From an optimization exercise on the open Yosys and OpenROAD flow, aimed at small area, a short achievable clock period and few clock cycles; shortcuts taken in it are not production practice. Where RTL was checked, it was by simulation tests only, not by an equivalence proof against the original. Power figures rest on the tool's default switching activity, not on a simulated workload.

== delta ==
==> flow/design.v <==
function automatic [3:0] board_index(input [1:0] dir, input integer k, input integer i);
	integer r;
	integer c;
	integer idx;
	begin
		case (dir)
			2'd0: begin
				r = k;
				c = i;
			end
			2'd1: begin
				r = k;
				c = 4 - 1 - i;
			end
			2'd2: begin
				r = i;
				c = k;
			end
			default: begin  
				r = 4 - 1 - i;
				c = k;
			end
		endcase
		idx = r * 4 + c;
		board_index = idx[3:0];
	end
endfunction
module line_merge (input [15:0] line_in, output logic [15:0] line_out, output logic changed);
	logic [3:0] a0,a1,a2,a3,p0,p1,p2,p3;
	logic z0,z1,z2,z3;
	logic e01,e12,e23,m0,m1,m2;
	logic [3:0] t0,t1,t2,t3;   
	logic w0,w1,w2;            
	function automatic [3:0] inc(input [3:0] x);
		inc = {x[3]^(x[2]&x[1]&x[0]), x[2]^(x[1]&x[0]), x[1]^x[0], ~x[0]};
	endfunction
	always_comb begin
		{a3,a2,a1,a0} = line_in;
		z0 = a0==0; z1 = a1==0; z2 = a2==0; z3 = a3==0;
		p0 = !z0 ? a0 : !z1 ? a1 : !z2 ? a2 : a3;
		case ({z0,z1})
			2'b00: p1 = a1;
			2'b01, 2'b10: p1 = !z2 ? a2 : a3;
			default: p1 = a3;  
		endcase
		if ({z0,z1} == 2'b11) p1 = (!z2) ? a3 : 4'd0;
		p2 = (!z0 && !z1 && !z2) ? a2 : ((z0 + z1 + z2) == 1 ? a3 : 4'd0);
		if ((z0 + z1 + z2) == 1 && z3) p2 = 0;
		p3 = (!z0 && !z1 && !z2) ? a3 : 4'd0;
		if (!(!z0 && !z1 && !z2 && !z3)) p3 = 0;
		e01 = p0 == p1 && p1 != 0;
		e12 = p1 == p2 && p2 != 0;
		e23 = p2 == p3 && p3 != 0;
		m0 = e01;
		m1 = !m0 && e12;
		m2 = !m1 && e23;
		if (m0) begin
			t0 = inc(p0); w0 = p0 == 15;
			t1 = m2 ? inc(p2) : p2; w1 = m2 && p2 == 15;
			t2 = m2 ? 4'd0 : p3; w2 = 0;
			t3 = 0;
		end else if (m1) begin
			t0 = p0; w0 = 0;
			t1 = inc(p1); w1 = p1 == 15;
			t2 = p3; w2 = 0;
			t3 = 0;
		end else begin
			t0 = p0; w0 = 0;
			t1 = p1; w1 = 0;
			t2 = m2 ? inc(p2) : p2; w2 = m2 && p2 == 15;
			t3 = m2 ? 4'd0 : p3;
		end
		line_out = {t3,t2,t1,t0};
		if (w0 && w1) line_out = {8'd0, t3, t2};
		else if (w0) line_out = {4'd0, t3, t2, t1};
		else if (w1) line_out = {4'd0, t3, t2, t0};
		else if (w2) line_out = {4'd0, t3, t1, t0};
		changed = (z0 && (!z1 || !z2 || !z3)) | (z1 && (!z2 || !z3)) | (z2 && !z3) | m0 | m1 | m2;
	end
endmodule
module g2048_top (
	input  logic        clk,
	input  logic        rst_n,
	input  logic        cyc,
	input  logic        stb,
	input  logic        we,
	input  logic [4:0]  adr,
	input  logic [31:0] dat_w,
	output logic [31:0] dat_r,
	output logic        ack
);
function automatic [3:0] board_index(input [1:0] dir, input integer k, input integer i);
	integer r;
	integer c;
	integer idx;
	begin
		case (dir)
			2'd0: begin
				r = k;
				c = i;
			end
			2'd1: begin
				r = k;
				c = 4 - 1 - i;
			end
			2'd2: begin
				r = i;
				c = k;
			end
			default: begin  
				r = 4 - 1 - i;
				c = k;
			end
		endcase
		idx = r * 4 + c;
		board_index = idx[3:0];
	end
endfunction
	logic [63:0] board;       
	logic [3:0]  lfsr;
	logic [1:0]  ph;          
	logic        pend;        
	logic [1:0]  dir;
	logic        chg;         
	logic [3:0]  rdat;
	logic        rst_q;       
	logic        wr_pend;     
	logic [3:0]  wr_adr;      
	logic        busy;
	logic        req;
	logic        wr_move;
	logic [15:0] wr_cell;     
	logic [3:0]  wr_dat;
	logic [31:0] lines;       
	logic [31:0] merged;
	logic [1:0]  changed;
	logic [31:0] wrev;        
	logic        sel_row;     
	logic        sel_col;     
	logic [3:0]  lfsr_next;
	logic [15:0] put;
	logic [63:0] cur;         
	logic        win;
	logic        lose;
	logic [3:0]  rd_data;
	assign busy    = |ph;
	assign req     = cyc && stb && !ack && !busy && !rst_q;
	assign wr_move = req && we && (adr == 5'd16);
	always_comb begin
		for (int u = 0; u < 2; u++)
			for (int i = 0; i < 4; i++)
				lines[16*u + 4*i +: 4] = board[4*board_index(dir, u, i) +: 4];
	end
	for (genvar g = 0; g < 2; g++) begin : g_line
		line_merge u_merge (
			.line_in  (lines[16*g +: 16]),
			.line_out (merged[16*g +: 16]),
			.changed  (changed[g])
		);
	end
	always_comb begin
		for (int u = 0; u < 2; u++)
			for (int k = 0; k < 4; k++)
				wrev[16*u + 4*k +: 4] = dir[0] ? merged[16*u + 4*(3 - k) +: 4] : merged[16*u + 4*k +: 4];
	end
	assign lfsr_next = {lfsr[2:0], lfsr[3] ^ lfsr[2]};
	always_comb begin
		logic [15:0] empty;
		logic [15:0] upper;
		logic [3:0]  ru;          
		logic [3:0]  re;          
		logic [15:0] fu;          
		logic [15:0] fe;
		logic [3:0]  gu;          
		logic [3:0]  ge;
		for (int r = 0; r < 4; r++)
			for (int c = 0; c < 4; c++) begin
				empty[4*r + c] = (board[4*(4*r + c) +: 4] == 4'd0);
				upper[4*r + c] = empty[4*r + c]
				                 && (r > lfsr_next[3:2] || (r == lfsr_next[3:2] && c >= lfsr_next[1:0]));
			end
		for (int r = 0; r < 4; r++) begin
			ru[r] = |upper[4*r +: 4];
			re[r] = |empty[4*r +: 4];
			for (int c = 0; c < 4; c++) begin
				fu[4*r + c] = upper[4*r + c];
				fe[4*r + c] = empty[4*r + c];
				for (int k = 0; k < c; k++) begin
					if (upper[4*r + k]) fu[4*r + c] = 1'b0;
					if (empty[4*r + k]) fe[4*r + c] = 1'b0;
				end
			end
		end
		for (int r = 0; r < 4; r++) begin
			gu[r] = ru[r];
			ge[r] = re[r];
			for (int k = 0; k < r; k++) begin
				if (ru[k]) gu[r] = 1'b0;
				if (re[k]) ge[r] = 1'b0;
			end
		end
		for (int j = 0; j < 16; j++)
			put[j] = pend && chg && ((|ru) ? (gu[j/4] && fu[j]) : (ge[j/4] && fe[j]));
		cur = board;
		for (int j = 0; j < 16; j++)
			cur[4*j] = board[4*j] | put[j];
	end
	always_comb begin
		logic full;
		logic pair;
		win  = 1'b0;
		full = 1'b1;
		pair = 1'b0;
		for (int q = 0; q < 16; q++) begin
			if (cur[4*q +: 4] == 4'd0) full = 1'b0;
			if (cur[4*q +: 4] == 11) win = 1'b1;
		end
		for (int r = 0; r < 4; r++)
			for (int c = 0; c < 3; c++)
				if (cur[4*(4*r + c) +: 4] == cur[4*(4*r + c + 1) +: 4]) pair = 1'b1;
		for (int r = 0; r < 3; r++)
			for (int c = 0; c < 4; c++)
				if (cur[4*(4*r + c) +: 4] == cur[4*(4*r + c + 4) +: 4]) pair = 1'b1;
		lose = full && !pair;
	end
	always_comb begin
		logic [3:0] rowv [4];
		logic [3:0] cellv;
		logic [3:0] stv;
		for (int r = 0; r < 4; r++)
			rowv[r] = adr[1] ? (adr[0] ? cur[4*(4*r + 3) +: 4] : cur[4*(4*r + 2) +: 4])
			                 : (adr[0] ? cur[4*(4*r + 1) +: 4] : cur[4*(4*r) +: 4]);
		cellv   = adr[3] ? (adr[2] ? rowv[3] : rowv[2]) : (adr[2] ? rowv[1] : rowv[0]);
		stv     = (adr[3:0] == 5'd17 - 5'd16) ? {1'b0, lose, win, busy} : 4'd0;
		rd_data = adr[4] ? stv : cellv;
	end
	always_comb begin
		for (int j = 0; j < 16; j++)
			wr_cell[j] = rst_q || (wr_pend && (wr_adr == j));
		wr_dat = rst_q ? 4'd0 : dat_w[3:0];
	end
	assign sel_row = busy && !dir[1] && !rst_q;
	assign sel_col = busy && dir[1] && !rst_q;
	always_ff @(posedge clk) begin
		for (int r = 0; r < 4; r++)
			for (int c = 0; c < 4; c++)
				board[4*(4*r + c) +: 4] <=
					({4{!busy && !wr_cell[4*r + c]}} & cur[4*(4*r + c) +: 4])
					| ({4{wr_cell[4*r + c]}} & wr_dat)
					| ({4{sel_row}} & ((r < 2) ? board[4*(4*(r + 2) + c) +: 4] : wrev[16*(r - 2) + 4*c +: 4]))
					| ({4{sel_col}} & ((c < 2) ? board[4*(4*r + c + 2) +: 4] : wrev[16*(c - 2) + 4*r +: 4]));
	end
	always_ff @(posedge clk) begin
		if (!rst_n)
			ack <= 1'b0;
		else
			ack <= req;
		rst_q   <= !rst_n;
		wr_pend <= rst_n && req && we && !adr[4];
		wr_adr  <= adr[3:0];
	end
	always_ff @(posedge clk) begin
		if (rst_q) begin
			ph   <= 2'd0;
			pend <= 1'b0;
			lfsr <= 4'b1001;
		end else begin
			ph   <= {ph[0], wr_move};
			pend <= ph[1];
			if (pend && chg)
				lfsr <= lfsr_next;
		end
	end
	always_ff @(posedge clk) begin
		if (!busy)
			dir <= dat_w[1:0];
		chg  <= busy && ((!ph[0] && chg) || (|changed));
		rdat <= rd_data;
	end
	assign dat_r = {28'd0, rdat};
endmodule
export LEC_CHECK = 0
export CAP_MARGIN = 20
export CORE_MARGIN = 2
export CORE_UTILIZATION = 40
export CTS_BUF_LIST = sky130_fd_sc_hd__clkbuf_4 sky130_fd_sc_hd__clkbuf_8
export SLEW_MARGIN = 20
create_clock -name core_clock -period 30.0 [get_ports {clk}]
standard.sh (not shown) runs the stock make flow with config.mk's settings and CLKGATE_MAP_FILE= SYNTH_SCRIPT=/design/flow/synth_recipe.tcl, a recipe that flattens the netlist after the stock synthesis.
==> flow/flow/run.sh <==
#!/bin/bash
# Layout flow: the standard ORFS flow, with synthesis changed only in its
# technology mapping: no adder extraction (ADDER_MAP_FILE empty) and an
# area-oriented ABC script for the combinational logic, then ABC gate sizing. Registers, their
# names and cell types are as the standard synthesis makes them. The port
# buffers are buf_4 instead of the flow's pick. One tie cell drives all the
# constant outputs.
set -euo pipefail
HERE=$(pwd)
FLOW_DIR=$HERE/flow

# The read mux (from the address inputs to the read data register) is mapped
# on its own for depth first, as the address arrives late in the cycle; the
# rest of the logic is mapped for area.
cat > $HERE/own_synth.tcl <<'TCL'
proc abc {args} {
  set i [lsearch -exact $args -script]
  set stop ":-sky130_fd_sc_hd__dfxtp_1:-sky130_fd_sc_hd__edfxtp_1"
  yosys select -set rdmux i:adr %co*$stop c:rdat* %ci1 %ci*$stop %i {t:$_*} %i
  yosys tee -q -o $::env(OWN_FLOW_DIR)/../rdmux_cells.txt select -list @rdmux
  set fast $args
  lset fast [expr { $i + 1 }] $::env(OWN_FLOW_DIR)/abc_fast.script
  yosys abc {*}$fast -dont_use sky130_fd_sc_hd__mux4_1 -dont_use sky130_fd_sc_hd__mux4_2 -dont_use sky130_fd_sc_hd__mux4_4 @rdmux
  lset args [expr { $i + 1 }] $::env(OWN_FLOW_DIR)/abc_area.script
  yosys abc {*}$args
}
TCL
echo "source $HERE/synth_recipe.tcl" >> $HERE/own_synth.tcl
export OWN_FLOW_DIR=$FLOW_DIR

sed -e "s#SYNTH_SCRIPT=[^ ]*#SYNTH_SCRIPT=$HERE/own_synth.tcl ADDER_MAP_FILE= SKIP_REPAIR_TIE_FANOUT=1 SYNTH_INSBUF=0 BUFFER_PORTS_ARGS='-buffer_cell sky130_fd_sc_hd__buf_4'#" standard.sh > $HERE/own_standard.sh
grep -q "own_synth.tcl" $HERE/own_standard.sh

bash $HERE/own_standard.sh finish > $HERE/make_finish.log 2>&1
==> flow/flow/abc_area.script <==
strash
&get -n
&fraig -x
&put
scorr
dc2
balance
rewrite
refactor
balance
rewrite
rewrite -z
balance
refactor -z
rewrite -z
balance
strash
dch -f
amap
topo
stime -c
upsize -c
dnsize -c
==> flow/flow/abc_fast.script <==
strash
&get -n
&fraig -x
&put
scorr
dc2
strash
&get -n
&dch -f
&if -g -K 6
&synch2
&nf
&put
topo
stime -c
buffer -c
upsize -c
dnsize -c
Setup changes, delta to gamma
--- a/flow/design.v
+++ b/flow/design.v
@@ -118,7 +118,7 @@
 endfunction
 	logic [63:0] board;       
 	logic [3:0]  lfsr;
-	logic [1:0]  ph;          
+	logic [3:0]  ph;          
 	logic        pend;        
 	logic [1:0]  dir;
 	logic        chg;         
@@ -131,10 +131,10 @@
 	logic        wr_move;
 	logic [15:0] wr_cell;     
 	logic [3:0]  wr_dat;
-	logic [31:0] lines;       
-	logic [31:0] merged;
-	logic [1:0]  changed;
-	logic [31:0] wrev;        
+	logic [15:0] line;        
+	logic [15:0] merged;
+	logic        changed;
+	logic [15:0] wrev;        
 	logic        sel_row;     
 	logic        sel_col;     
 	logic [3:0]  lfsr_next;
@@ -147,21 +147,17 @@
 	assign req     = cyc && stb && !ack && !busy && !rst_q;
 	assign wr_move = req && we && (adr == 5'd16);
 	always_comb begin
-		for (int u = 0; u < 2; u++)
-			for (int i = 0; i < 4; i++)
-				lines[16*u + 4*i +: 4] = board[4*board_index(dir, u, i) +: 4];
-	end
-	for (genvar g = 0; g < 2; g++) begin : g_line
-		line_merge u_merge (
-			.line_in  (lines[16*g +: 16]),
-			.line_out (merged[16*g +: 16]),
-			.changed  (changed[g])
-		);
-	end
-	always_comb begin
-		for (int u = 0; u < 2; u++)
-			for (int k = 0; k < 4; k++)
-				wrev[16*u + 4*k +: 4] = dir[0] ? merged[16*u + 4*(3 - k) +: 4] : merged[16*u + 4*k +: 4];
+		for (int i = 0; i < 4; i++)
+			line[4*i +: 4] = board[4*board_index(dir, 0, i) +: 4];
+	end
+	line_merge u_merge (
+		.line_in  (line),
+		.line_out (merged),
+		.changed  (changed)
+	);
+	always_comb begin
+		for (int k = 0; k < 4; k++)
+			wrev[4*k +: 4] = dir[0] ? merged[4*(3 - k) +: 4] : merged[4*k +: 4];
 	end
 	assign lfsr_next = {lfsr[2:0], lfsr[3] ^ lfsr[2]};
 	always_comb begin
@@ -247,8 +243,8 @@
 				board[4*(4*r + c) +: 4] <=
 					({4{!busy && !wr_cell[4*r + c]}} & cur[4*(4*r + c) +: 4])
 					| ({4{wr_cell[4*r + c]}} & wr_dat)
-					| ({4{sel_row}} & ((r < 2) ? board[4*(4*(r + 2) + c) +: 4] : wrev[16*(r - 2) + 4*c +: 4]))
-					| ({4{sel_col}} & ((c < 2) ? board[4*(4*r + c + 2) +: 4] : wrev[16*(c - 2) + 4*r +: 4]));
+					| ({4{sel_row}} & ((r < 3) ? board[4*(4*(r + 1) + c) +: 4] : wrev[4*c +: 4]))
+					| ({4{sel_col}} & ((c < 3) ? board[4*(4*r + c + 1) +: 4] : wrev[4*r +: 4]));
 	end
 	always_ff @(posedge clk) begin
 		if (!rst_n)
@@ -261,12 +257,12 @@
 	end
 	always_ff @(posedge clk) begin
 		if (rst_q) begin
-			ph   <= 2'd0;
+			ph   <= 4'd0;
 			pend <= 1'b0;
 			lfsr <= 4'b1001;
 		end else begin
-			ph   <= {ph[0], wr_move};
-			pend <= ph[1];
+			ph   <= {ph[2:0], wr_move};
+			pend <= ph[3];
 			if (pend && chg)
 				lfsr <= lfsr_next;
 		end
@@ -274,7 +270,7 @@
 	always_ff @(posedge clk) begin
 		if (!busy)
 			dir <= dat_w[1:0];
-		chg  <= busy && ((!ph[0] && chg) || (|changed));
+		chg  <= busy && ((!ph[0] && chg) || changed);
 		rdat <= rd_data;
 	end
 	assign dat_r = {28'd0, rdat};
Results
- Compared with delta, in gamma synthesized instance count decreased 14%, routed wire length on met3 decreased about 11%, clock share of power increased 4.8 points, first-iteration detailed-routing DRC count decreased 181.
- In gamma the power turned out about 15% lower than in delta.
- gamma against delta: fraction of power consumed by sequential logic rose by 7.4 points; final period demand of the worst path dropped 88 ps; share of the clock period used by the worst path decreased 0.29 points; synthesized area per cell climbed 0.18 um^2.
- In gamma, the number of global-route vias before repair came out 1516 below the value in delta.
- delta -> gamma: die height decreased by a few percent
Testbench counts of gamma, summed over its fixed seeds: cycles 70,728.
For delta, only the layout was checked, not whether the RTL still works.

==> afterwards: timing with drivers on the ports <==
In the flow no input, the clock included, has a driving cell. The finished layouts below were timed again as built, in two steps.
Step 1 sets driving cells, clkbuf_16 on the clock port and buf_2 on the other inputs (assumed; they add their load-dependent delay and slew).
Step 2 also shifts input and output timing later by t, the mid clock arrival at the registers, as if the neighbouring blocks saw the same clock.
Three values: ideal, step 1, step 2; two values: the first two.
run	shift t [ns]	setup slack, ns	hold WS [ns]
delta	0.443	22.840 / 22.857 / 22.414	0.474 / 0.474 / 0.474
gamma	0.432	22.928 / 22.948 / 22.516	0.476 / 0.476 / 0.476
After both steps every run listed still meets setup and hold. For delta, which loses most, drivers alone change the setup slack by +0.017 ns; drivers and shift together by -0.426 ns.
